This design comes from an exercise in tuning for small area, a short achievable clock period and few clock cycles per item on the open sky130 flow, not from production work. In this exercise RTL edits were held to simulation tests only and were not proved equivalent to the original.

==> inputs of v35 <==
Design conv_top, start of the top module:
module conv_top (
  input  logic clk,
  input  logic rst_n,
  input  logic [15:0] ifmap_dat,
  input  logic ifmap_vld,
  output logic ifmap_rdy,
  input  logic [15:0] weights_dat,
  input  logic weights_vld,
  output logic weights_rdy,
  output logic [31:0] ofmap_dat,
  output logic ofmap_vld,
  input  logic ofmap_rdy
);
Settings: LEC_CHECK=0, ABC_CLOCK_PERIOD_IN_PS=2500, CAP_MARGIN=20, CORE_MARGIN=2, CORE_UTILIZATION=55, SETUP_SLACK_MARGIN=5, SLEW_MARGIN=20; clock period 8.0 ns.
standard.sh (not shown) runs the stock make flow with config.mk's settings and CLKGATE_MAP_FILE= SYNTH_SCRIPT=/design/flow/synth_recipe.tcl, a recipe that flattens the netlist after the stock synthesis.
==> flow/flow/run.sh <==
#!/bin/bash
# Standard layout with two changes:
#  - one netlist step between synthesis and floorplan: fa_polarity.py flips
#    full-adder cells (FA(~a,~b,~c) = ~FA(a,b,c)) so that fewer inverters sit
#    between them; registers and other cells are untouched;
#  - repair_timing aims for a setup slack margin of MARGIN ns (the clock and
#    all constraints stay the design's).
set -euo pipefail
MARGIN=5.25
WORK=$(pwd)
R=$WORK/orfs/results/$FLOW_PLATFORM/conv_top/base
sed "s/SETUP_SLACK_MARGIN=[0-9.]*/SETUP_SLACK_MARGIN=$MARGIN/" standard.sh > $WORK/flow_standard_margin.sh
grep -q "SETUP_SLACK_MARGIN=$MARGIN" $WORK/flow_standard_margin.sh
bash $WORK/flow_standard_margin.sh synth > $WORK/flow_synth.log 2>&1
cp $R/1_2_yosys.v $WORK/yosys_standard.v
python3 $WORK/flow/fa_polarity.py $WORK/yosys_standard.v $R/1_2_yosys.v > $WORK/fa_polarity.log 2>&1
rm -f $R/1_synth.odb $R/1_synth.sdc
bash $WORK/flow_standard_margin.sh finish > $WORK/flow_layout.log 2>&1
Other scripts of this flow, unchanged in this note and not shown: flow/flow/fa_polarity.py
==> v7 (differences from v35) <==
--- a/flow/design.v
+++ b/flow/design.v
@@ -40,13 +40,14 @@
     e[22] = (y[15] & ~y[14] & ~y[13]) | (~y[15] & y[14] & y[13]);
     e[23] = y[15];
     e[24] = y[15];    booth_enc = e;
   endfunction
   logic [1:0] ph;   
+  logic [1:0] ph_nx;
   always_ff @(posedge clk or negedge rst_n) begin
     if (!rst_n) ph <= 2'd0;
-    else ph <= ph + 2'd1;
+    else ph <= ph_nx;
   end
   logic [15:0] x_in;
   logic x_in_v;
   logic [15:0] a0, a1, a2, a3;   
   logic [2:0] a_n;
@@ -54,16 +55,14 @@
   logic hv;
   logic [1:0] lp_oc;   
   logic [2:0] lp_pix;   
   logic pix_avail, hfree, hload, go, x_moved;
   logic [2:0] q_nx;
-  logic [15:0] w_in;
-  logic w_in_v;
   logic [4:0] n_ins;   
   logic [3:0] sdone;   
   logic [3:0] wval;   
-  logic ins, sfull, xfer, w_busy_nx, ins_nx;
+  logic ins, sfull, xfer;
   logic [4:0] n_ins_nx;
   logic [15:0] wr0_0, wr0_1, wr0_2, wr0_3;
   logic [15:0] wr1_0, wr1_1, wr1_2, wr1_3;
   logic [15:0] wr2_0, wr2_1, wr2_2, wr2_3;
   logic [15:0] wr3_0, wr3_1, wr3_2, wr3_3;
@@ -72,12 +71,13 @@
   logic [15:0] ws2_0, ws2_1, ws2_2, ws2_3;
   logic [15:0] ws3_0, ws3_1, ws3_2, ws3_3;
   logic [2:0] cred;   
   logic v1, v2;
   logic [31:0] res;
-  logic [31:0] oq0, oq1, oq2;   
-  logic [1:0] q_rp, q_wp, q_n;
+  logic [31:0] oq0, oq1;   
+  logic q_rp, q_wp;
+  logic [1:0] q_n;
   logic pop, o_free, push;
   logic [215:0] st1, st1_d;
   logic [63:0] st2, st2_d;
   logic pp1;
   logic pp2;
@@ -1980,32 +1980,30 @@
   logic s1899;
   logic c1900;
   logic s1901;
   logic c1902;
   assign sfull = n_ins[4];
-  assign go = hv && (lp_oc == ph) && wval[ph] && (cred != 3'd0);
+  assign go = hv && (lp_oc == ph) && wval[ph] && (cred != 3'd0 || pop);
   assign pix_avail = (a_n == 3'd4) || (a_n == 3'd3 && x_in_v);
   assign hfree = !hv || (go && lp_oc == 2'd3);
   assign hload = pix_avail && hfree;
   assign x_moved = x_in_v && (hload || a_n != 3'd4);
   assign q_nx = a_n + {2'b00, x_in_v} + {2'b00, ifmap_rdy} - (hload ? 3'd4 : 3'd0);
-  assign ins = w_in_v && !sfull && (ph == n_ins[1:0]);
+  assign ins = weights_vld && weights_rdy;
   assign xfer = sfull && !sdone[ph] && (!wval[ph] || (go && lp_pix == 3'd7));
   assign n_ins_nx = (xfer && ((sdone | (4'b0001 << ph)) == 4'hf)) ? 5'd0 : n_ins + {4'b0000, ins};
-  assign w_busy_nx = weights_rdy || (w_in_v && !ins);
-  assign ins_nx = !n_ins_nx[4] && (n_ins_nx[1:0] == ph + 2'd1);
+  assign ph_nx = (n_ins == 5'd0 && wval == 4'd0 && !ins) ? 2'd0 : ph + 2'd1;
   assign pop = ofmap_vld && ofmap_rdy;
   assign o_free = !ofmap_vld || ofmap_rdy;
   assign push = v2;
-  logic [2:0] cred_h, cred_r;
-  logic [1:0] rp_h, rp_r, wp_h, wp_r, qn_h, qn_r;
+  logic rp_h, rp_r, wp_h, wp_r;
+  logic [1:0] qn_h, qn_r;
   logic ov_h, ov_r;
-  logic [1:0] rp_inc, wp_inc;
-  assign rp_inc = (q_rp == 2'd2) ? 2'd0 : q_rp + 2'd1;
-  assign wp_inc = (q_wp == 2'd2) ? 2'd0 : q_wp + 2'd1;
+  logic rp_inc, wp_inc;
+  assign rp_inc = !q_rp;
+  assign wp_inc = !q_wp;
   always_comb begin
-    cred_h = cred - {2'b00, go};
     if (!ofmap_vld) begin
       ov_h = (q_n != 2'd0) || push;
       rp_h = (q_n != 2'd0) ? rp_inc : q_rp;
       wp_h = (push && q_n != 2'd0) ? wp_inc : q_wp;
       qn_h = (q_n != 2'd0) ? q_n - 2'd1 + {1'b0, push} : 2'd0;
@@ -2013,11 +2011,10 @@
       ov_h = 1'b1;
       rp_h = q_rp;
       wp_h = push ? wp_inc : q_wp;
       qn_h = q_n + {1'b0, push};
     end
-    cred_r = cred - {2'b00, go} + {2'b00, ofmap_vld};
     ov_r = (q_n != 2'd0) || push;
     rp_r = (q_n != 2'd0) ? rp_inc : q_rp;
     wp_r = (push && q_n != 2'd0) ? wp_inc : q_wp;
     qn_r = q_n;
     if (q_n != 2'd0 && !push) qn_r = q_n - 2'd1;
@@ -2028,21 +2025,20 @@
       ifmap_rdy <= 1'b0;
       a_n <= 3'd0;
       hv <= 1'b0;
       lp_oc <= 2'd0;
       lp_pix <= 3'd0;
-      w_in_v <= 1'b0;
       weights_rdy <= 1'b0;
       n_ins <= 5'd0;
       sdone <= 4'd0;
       wval <= 4'd0;
-      cred <= 3'd4;
+      cred <= 3'd3;
       v1 <= 1'b0;
       v2 <= 1'b0;
       ofmap_vld <= 1'b0;
-      q_rp <= 2'd0;
-      q_wp <= 2'd0;
+      q_rp <= 1'b0;
+      q_wp <= 1'b0;
       q_n <= 2'd0;
     end else begin
       x_in_v <= ifmap_rdy ? ifmap_vld : (x_in_v && !x_moved);
       ifmap_rdy <= (q_nx <= 3'd4);
       if (hload) begin
@@ -2054,22 +2050,21 @@
       end
       if (go) begin
         lp_oc <= lp_oc + 2'd1;
         if (lp_oc == 2'd3) lp_pix <= lp_pix + 3'd1;
       end
-      w_in_v <= weights_rdy ? weights_vld : (w_in_v && !ins);
-      weights_rdy <= !w_busy_nx || ins_nx;
+      weights_rdy <= !n_ins_nx[4] && (n_ins_nx[1:0] == ph_nx);
       n_ins <= n_ins_nx;
       if (xfer) begin
         sdone <= ((sdone | (4'b0001 << ph)) == 4'hf) ? 4'd0 : (sdone | (4'b0001 << ph));
         wval[ph] <= 1'b1;
       end else if (go && lp_pix == 3'd7) begin
         wval[ph] <= 1'b0;
       end
       v1 <= go;
       v2 <= v1;
-      cred <= ofmap_rdy ? cred_r : cred_h;
+      cred <= cred - {2'b00, go} + {2'b00, pop};
       ofmap_vld <= ofmap_rdy ? ov_r : ov_h;
       q_rp <= ofmap_rdy ? rp_r : rp_h;
       q_wp <= ofmap_rdy ? wp_r : wp_h;
       q_n <= ofmap_rdy ? qn_r : qn_h;
     end
@@ -2088,39 +2083,38 @@
       if (a_n == 3'd2) a2 <= x_in;
       if (a_n == 3'd3) a3 <= x_in;
     end
   end
   always_ff @(posedge clk) begin
-    if (weights_rdy) w_in <= weights_dat;
     ws0_0 <= ws0_1;
     ws0_1 <= ws0_2;
     ws0_2 <= ws0_3;
-    ws0_3 <= (ins && n_ins[3:2] == 2'd0) ? w_in : ws0_0;
+    ws0_3 <= (ins && n_ins[3:2] == 2'd0) ? weights_dat : ws0_0;
     wr0_0 <= wr0_1;
     wr0_1 <= wr0_2;
     wr0_2 <= wr0_3;
     wr0_3 <= xfer ? ws0_0 : wr0_0;
     ws1_0 <= ws1_1;
     ws1_1 <= ws1_2;
     ws1_2 <= ws1_3;
-    ws1_3 <= (ins && n_ins[3:2] == 2'd1) ? w_in : ws1_0;
+    ws1_3 <= (ins && n_ins[3:2] == 2'd1) ? weights_dat : ws1_0;
     wr1_0 <= wr1_1;
     wr1_1 <= wr1_2;
     wr1_2 <= wr1_3;
     wr1_3 <= xfer ? ws1_0 : wr1_0;
     ws2_0 <= ws2_1;
     ws2_1 <= ws2_2;
     ws2_2 <= ws2_3;
-    ws2_3 <= (ins && n_ins[3:2] == 2'd2) ? w_in : ws2_0;
+    ws2_3 <= (ins && n_ins[3:2] == 2'd2) ? weights_dat : ws2_0;
     wr2_0 <= wr2_1;
     wr2_1 <= wr2_2;
     wr2_2 <= wr2_3;
     wr2_3 <= xfer ? ws2_0 : wr2_0;
     ws3_0 <= ws3_1;
     ws3_1 <= ws3_2;
     ws3_2 <= ws3_3;
-    ws3_3 <= (ins && n_ins[3:2] == 2'd3) ? w_in : ws3_0;
+    ws3_3 <= (ins && n_ins[3:2] == 2'd3) ? weights_dat : ws3_0;
     wr3_0 <= wr3_1;
     wr3_1 <= wr3_2;
     wr3_2 <= wr3_3;
     wr3_3 <= xfer ? ws3_0 : wr3_0;
   end
@@ -4033,16 +4027,15 @@
     st2 <= st2_d;
   end
   assign res = st2[31:0] + st2[63:32];
   always_ff @(posedge clk) begin
     if (o_free) begin
-      if (q_n != 2'd0) ofmap_dat <= (q_rp == 2'd0) ? oq0 : ((q_rp == 2'd1) ? oq1 : oq2);
+      if (q_n != 2'd0) ofmap_dat <= q_rp ? oq1 : oq0;
       else ofmap_dat <= res;
     end
     if (push) begin
-      if (q_wp == 2'd0) oq0 <= res;
-      if (q_wp == 2'd1) oq1 <= res;
-      if (q_wp == 2'd2) oq2 <= res;
+      if (!q_wp) oq0 <= res;
+      else oq1 <= res;
     end
   end
 endmodule
 `default_nettype wire
==> flow/flow/run.sh (replaced) <==
#!/bin/bash
# Standard layout, with one netlist step between synthesis and floorplan:
# fa_polarity.py flips full-adder cells (FA(~a,~b,~c) = ~FA(a,b,c)) so that
# fewer inverters sit between them. Registers and other cells are untouched.
set -euo pipefail
WORK=$(pwd)
R=$WORK/orfs/results/$FLOW_PLATFORM/conv_top/base
bash standard.sh synth > $WORK/flow_synth.log 2>&1
cp $R/1_2_yosys.v $WORK/yosys_standard.v
python3 $WORK/flow/fa_polarity.py $WORK/yosys_standard.v $R/1_2_yosys.v > $WORK/fa_polarity.log 2>&1
rm -f $R/1_synth.odb $R/1_synth.sdc
bash standard.sh finish > $WORK/flow_layout.log 2>&1
Settings changed: ABC_AREA from default to 1.
==> v29 (differences from v35) <==
--- a/flow/design.v
+++ b/flow/design.v
@@ -40,13 +40,14 @@
     e[22] = (y[15] & ~y[14] & ~y[13]) | (~y[15] & y[14] & y[13]);
     e[23] = y[15];
     e[24] = y[15];    booth_enc = e;
   endfunction
   logic [1:0] ph;   
+  logic [1:0] ph_nx;
   always_ff @(posedge clk or negedge rst_n) begin
     if (!rst_n) ph <= 2'd0;
-    else ph <= ph + 2'd1;
+    else ph <= ph_nx;
   end
   logic [15:0] x_in;
   logic x_in_v;
   logic [15:0] a0, a1, a2, a3;   
   logic [2:0] a_n;
@@ -54,16 +55,14 @@
   logic hv;
   logic [1:0] lp_oc;   
   logic [2:0] lp_pix;   
   logic pix_avail, hfree, hload, go, x_moved;
   logic [2:0] q_nx;
-  logic [15:0] w_in;
-  logic w_in_v;
   logic [4:0] n_ins;   
   logic [3:0] sdone;   
   logic [3:0] wval;   
-  logic ins, sfull, xfer, w_busy_nx, ins_nx;
+  logic ins, sfull, xfer;
   logic [4:0] n_ins_nx;
   logic [15:0] wr0_0, wr0_1, wr0_2, wr0_3;
   logic [15:0] wr1_0, wr1_1, wr1_2, wr1_3;
   logic [15:0] wr2_0, wr2_1, wr2_2, wr2_3;
   logic [15:0] wr3_0, wr3_1, wr3_2, wr3_3;
@@ -72,12 +71,13 @@
   logic [15:0] ws2_0, ws2_1, ws2_2, ws2_3;
   logic [15:0] ws3_0, ws3_1, ws3_2, ws3_3;
   logic [2:0] cred;   
   logic v1, v2;
   logic [31:0] res;
-  logic [31:0] oq0, oq1, oq2;   
-  logic [1:0] q_rp, q_wp, q_n;
+  logic [31:0] oq0, oq1;   
+  logic q_rp, q_wp;
+  logic [1:0] q_n;
   logic pop, o_free, push;
   logic [215:0] st1, st1_d;
   logic [63:0] st2, st2_d;
   logic pp1;
   logic pp2;
@@ -1980,32 +1980,30 @@
   logic s1899;
   logic c1900;
   logic s1901;
   logic c1902;
   assign sfull = n_ins[4];
-  assign go = hv && (lp_oc == ph) && wval[ph] && (cred != 3'd0);
+  assign go = hv && (lp_oc == ph) && wval[ph] && (cred != 3'd0 || pop);
   assign pix_avail = (a_n == 3'd4) || (a_n == 3'd3 && x_in_v);
   assign hfree = !hv || (go && lp_oc == 2'd3);
   assign hload = pix_avail && hfree;
   assign x_moved = x_in_v && (hload || a_n != 3'd4);
   assign q_nx = a_n + {2'b00, x_in_v} + {2'b00, ifmap_rdy} - (hload ? 3'd4 : 3'd0);
-  assign ins = w_in_v && !sfull && (ph == n_ins[1:0]);
+  assign ins = weights_vld && weights_rdy;
   assign xfer = sfull && !sdone[ph] && (!wval[ph] || (go && lp_pix == 3'd7));
   assign n_ins_nx = (xfer && ((sdone | (4'b0001 << ph)) == 4'hf)) ? 5'd0 : n_ins + {4'b0000, ins};
-  assign w_busy_nx = weights_rdy || (w_in_v && !ins);
-  assign ins_nx = !n_ins_nx[4] && (n_ins_nx[1:0] == ph + 2'd1);
+  assign ph_nx = (n_ins == 5'd0 && wval == 4'd0 && !ins) ? 2'd0 : ph + 2'd1;
   assign pop = ofmap_vld && ofmap_rdy;
   assign o_free = !ofmap_vld || ofmap_rdy;
   assign push = v2;
-  logic [2:0] cred_h, cred_r;
-  logic [1:0] rp_h, rp_r, wp_h, wp_r, qn_h, qn_r;
+  logic rp_h, rp_r, wp_h, wp_r;
+  logic [1:0] qn_h, qn_r;
   logic ov_h, ov_r;
-  logic [1:0] rp_inc, wp_inc;
-  assign rp_inc = (q_rp == 2'd2) ? 2'd0 : q_rp + 2'd1;
-  assign wp_inc = (q_wp == 2'd2) ? 2'd0 : q_wp + 2'd1;
+  logic rp_inc, wp_inc;
+  assign rp_inc = !q_rp;
+  assign wp_inc = !q_wp;
   always_comb begin
-    cred_h = cred - {2'b00, go};
     if (!ofmap_vld) begin
       ov_h = (q_n != 2'd0) || push;
       rp_h = (q_n != 2'd0) ? rp_inc : q_rp;
       wp_h = (push && q_n != 2'd0) ? wp_inc : q_wp;
       qn_h = (q_n != 2'd0) ? q_n - 2'd1 + {1'b0, push} : 2'd0;
@@ -2013,11 +2011,10 @@
       ov_h = 1'b1;
       rp_h = q_rp;
       wp_h = push ? wp_inc : q_wp;
       qn_h = q_n + {1'b0, push};
     end
-    cred_r = cred - {2'b00, go} + {2'b00, ofmap_vld};
     ov_r = (q_n != 2'd0) || push;
     rp_r = (q_n != 2'd0) ? rp_inc : q_rp;
     wp_r = (push && q_n != 2'd0) ? wp_inc : q_wp;
     qn_r = q_n;
     if (q_n != 2'd0 && !push) qn_r = q_n - 2'd1;
@@ -2028,21 +2025,20 @@
       ifmap_rdy <= 1'b0;
       a_n <= 3'd0;
       hv <= 1'b0;
       lp_oc <= 2'd0;
       lp_pix <= 3'd0;
-      w_in_v <= 1'b0;
       weights_rdy <= 1'b0;
       n_ins <= 5'd0;
       sdone <= 4'd0;
       wval <= 4'd0;
-      cred <= 3'd4;
+      cred <= 3'd3;
       v1 <= 1'b0;
       v2 <= 1'b0;
       ofmap_vld <= 1'b0;
-      q_rp <= 2'd0;
-      q_wp <= 2'd0;
+      q_rp <= 1'b0;
+      q_wp <= 1'b0;
       q_n <= 2'd0;
     end else begin
       x_in_v <= ifmap_rdy ? ifmap_vld : (x_in_v && !x_moved);
       ifmap_rdy <= (q_nx <= 3'd4);
       if (hload) begin
@@ -2054,22 +2050,21 @@
       end
       if (go) begin
         lp_oc <= lp_oc + 2'd1;
         if (lp_oc == 2'd3) lp_pix <= lp_pix + 3'd1;
       end
-      w_in_v <= weights_rdy ? weights_vld : (w_in_v && !ins);
-      weights_rdy <= !w_busy_nx || ins_nx;
+      weights_rdy <= !n_ins_nx[4] && (n_ins_nx[1:0] == ph_nx);
       n_ins <= n_ins_nx;
       if (xfer) begin
         sdone <= ((sdone | (4'b0001 << ph)) == 4'hf) ? 4'd0 : (sdone | (4'b0001 << ph));
         wval[ph] <= 1'b1;
       end else if (go && lp_pix == 3'd7) begin
         wval[ph] <= 1'b0;
       end
       v1 <= go;
       v2 <= v1;
-      cred <= ofmap_rdy ? cred_r : cred_h;
+      cred <= cred - {2'b00, go} + {2'b00, pop};
       ofmap_vld <= ofmap_rdy ? ov_r : ov_h;
       q_rp <= ofmap_rdy ? rp_r : rp_h;
       q_wp <= ofmap_rdy ? wp_r : wp_h;
       q_n <= ofmap_rdy ? qn_r : qn_h;
     end
@@ -2088,39 +2083,38 @@
       if (a_n == 3'd2) a2 <= x_in;
       if (a_n == 3'd3) a3 <= x_in;
     end
   end
   always_ff @(posedge clk) begin
-    if (weights_rdy) w_in <= weights_dat;
     ws0_0 <= ws0_1;
     ws0_1 <= ws0_2;
     ws0_2 <= ws0_3;
-    ws0_3 <= (ins && n_ins[3:2] == 2'd0) ? w_in : ws0_0;
+    ws0_3 <= (ins && n_ins[3:2] == 2'd0) ? weights_dat : ws0_0;
     wr0_0 <= wr0_1;
     wr0_1 <= wr0_2;
     wr0_2 <= wr0_3;
     wr0_3 <= xfer ? ws0_0 : wr0_0;
     ws1_0 <= ws1_1;
     ws1_1 <= ws1_2;
     ws1_2 <= ws1_3;
-    ws1_3 <= (ins && n_ins[3:2] == 2'd1) ? w_in : ws1_0;
+    ws1_3 <= (ins && n_ins[3:2] == 2'd1) ? weights_dat : ws1_0;
     wr1_0 <= wr1_1;
     wr1_1 <= wr1_2;
     wr1_2 <= wr1_3;
     wr1_3 <= xfer ? ws1_0 : wr1_0;
     ws2_0 <= ws2_1;
     ws2_1 <= ws2_2;
     ws2_2 <= ws2_3;
-    ws2_3 <= (ins && n_ins[3:2] == 2'd2) ? w_in : ws2_0;
+    ws2_3 <= (ins && n_ins[3:2] == 2'd2) ? weights_dat : ws2_0;
     wr2_0 <= wr2_1;
     wr2_1 <= wr2_2;
     wr2_2 <= wr2_3;
     wr2_3 <= xfer ? ws2_0 : wr2_0;
     ws3_0 <= ws3_1;
     ws3_1 <= ws3_2;
     ws3_2 <= ws3_3;
-    ws3_3 <= (ins && n_ins[3:2] == 2'd3) ? w_in : ws3_0;
+    ws3_3 <= (ins && n_ins[3:2] == 2'd3) ? weights_dat : ws3_0;
     wr3_0 <= wr3_1;
     wr3_1 <= wr3_2;
     wr3_2 <= wr3_3;
     wr3_3 <= xfer ? ws3_0 : wr3_0;
   end
@@ -4033,16 +4027,15 @@
     st2 <= st2_d;
   end
   assign res = st2[31:0] + st2[63:32];
   always_ff @(posedge clk) begin
     if (o_free) begin
-      if (q_n != 2'd0) ofmap_dat <= (q_rp == 2'd0) ? oq0 : ((q_rp == 2'd1) ? oq1 : oq2);
+      if (q_n != 2'd0) ofmap_dat <= q_rp ? oq1 : oq0;
       else ofmap_dat <= res;
     end
     if (push) begin
-      if (q_wp == 2'd0) oq0 <= res;
-      if (q_wp == 2'd1) oq1 <= res;
-      if (q_wp == 2'd2) oq2 <= res;
+      if (!q_wp) oq0 <= res;
+      else oq1 <= res;
     end
   end
 endmodule
 `default_nettype wire
--- a/flow/flow/run.sh
+++ b/flow/flow/run.sh
@@ -4,11 +4,11 @@
 #    full-adder cells (FA(~a,~b,~c) = ~FA(a,b,c)) so that fewer inverters sit
 #    between them; registers and other cells are untouched;
 #  - repair_timing aims for a setup slack margin of MARGIN ns (the clock and
 #    all constraints stay the design's).
 set -euo pipefail
-MARGIN=5.25
+MARGIN=5.2
 WORK=$(pwd)
 R=$WORK/orfs/results/$FLOW_PLATFORM/conv_top/base
 sed "s/SETUP_SLACK_MARGIN=[0-9.]*/SETUP_SLACK_MARGIN=$MARGIN/" standard.sh > $WORK/flow_standard_margin.sh
 grep -q "SETUP_SLACK_MARGIN=$MARGIN" $WORK/flow_standard_margin.sh
 bash $WORK/flow_standard_margin.sh synth > $WORK/flow_synth.log 2>&1
Settings changed: CORE_UTILIZATION 55 to 62, CTS_CLUSTER_DIAMETER from default to 100, CTS_CLUSTER_SIZE from default to 20.
==> v15 (differences from v35) <==
==> flow/flow/run.sh (replaced) <==
#!/bin/bash
# Standard layout, with one netlist step between synthesis and floorplan:
# fa_polarity.py flips full-adder cells (FA(~a,~b,~c) = ~FA(a,b,c)) so that
# fewer inverters sit between them. Registers and other cells are untouched.
set -euo pipefail
WORK=$(pwd)
R=$WORK/orfs/results/$FLOW_PLATFORM/conv_top/base
bash standard.sh synth > $WORK/flow_synth.log 2>&1
cp $R/1_2_yosys.v $WORK/yosys_standard.v
python3 $WORK/flow/fa_polarity.py $WORK/yosys_standard.v $R/1_2_yosys.v > $WORK/fa_polarity.log 2>&1
rm -f $R/1_synth.odb $R/1_synth.sdc
bash standard.sh finish > $WORK/flow_layout.log 2>&1
==> summary of the runs <==
Die area: v29 is smaller than v35 (about 13%). Against v29, the clock-buffer cell count of v7 is higher by 57. Flip-flop and latch count is the same in v7 and v29. Clock skew: v7 > v29 > v15 > v35. The lowest worst setup slack belongs to v7, the highest to v29. Of v7 and v35, v35 has the higher area after synthesis (gap 3.6%, measured against v35). Final cell count: v7 > v35 > v15 > v29. v29 ran to the end with no violations. v15 passed the timing, DRC and antenna checks. v35 finished with timing, DRC and antenna clean. v7 went through all stages and came out clean.
==> figures <==
metric	v29	v7	v15	v35
Fraction of layout cells with a size suffix above 1	0.224	0.214	0.142	0.248
Clk_skew	65.6 ps	86.8 ps	56.5 ps	49.1 ps
Global routing usage summed across all routing layers	0.369	0.353	0.342	0.338
Cts bufs inserted	66	107	111	112
Post-detailed-routing wire length	172000 um	180000 um	177000 um	177000 um
Floorplan core area	0.0882 mm2	0.0981 mm2	0.102 mm2	0.102 mm2
Peak per-stage delay on the critical path	440 ps	550 ps	610 ps	420 ps
Worst Setup Slack post-DPL	2990 ps	3230 ps	4310 ps	4360 ps
Clock slew at the register clock pins of the worst setup and hold paths	90 ps	80 ps	60 ps	60 ps
DIE AREA	0.0912 mm2	0.101 mm2	0.105 mm2	0.105 mm2
DP Wirelength	113000 um	130000 um	118000 um	116000 um
Post_cts resized	370	291	126	428
Number of search-and-repair iterations in the first detailed-routing pass	8	9	6	6
Worst-margin pin slew	1280 ps	966 ps	1090 ps	886 ps
Outcome	complete, no violations	complete, no violations	complete, no violations	complete, no violations
Testbench counts of v35, summed over its fixed seeds: cycles 4,304, jobs 128.
Testbench counts of v7, summed over its fixed seeds: cycles 4,280, jobs 128.
Testbench counts of v29, summed over its fixed seeds: cycles 4,280, jobs 128.
Testbench counts of v15, summed over its fixed seeds: cycles 4,304, jobs 128.

[port drivers added, routing unchanged]
How much do the figures lean on ideal ports? The routed layouts below were timed once more, with nothing changed but the port constraints. Step 1 (the two cells are an assumption about what drives the block):
set clk [get_ports {clk}]
set_driving_cell -lib_cell sky130_fd_sc_hd__clkbuf_16 $clk
set_driving_cell -lib_cell sky130_fd_sc_hd__buf_2 [delete_from_list [all_inputs] $clk]
Step 2 times the ports against the registers' clock, not the clock port: input delays grow and output delays shrink by t, the midpoint of the rising clock arrivals with the driver on. Three values: no drivers, after step 1, after step 2; two values: the first two.
run	shift t [ns]	setup WS [ns]	worst setup path after step 2
v35	0.786	5.000 / 4.922 / 4.630	input to register
v7	0.775	4.904 / 4.904 / 4.363	input to register
v29	0.739	5.014 / 4.941 / 4.375	input to register
v15	0.777	4.962 / 4.929 / 4.460	input to register
After both steps every run listed still meets setup and hold. The setup slack of v29, which loses most, moves by -0.073 ns with the drivers and by -0.639 ns with both steps.
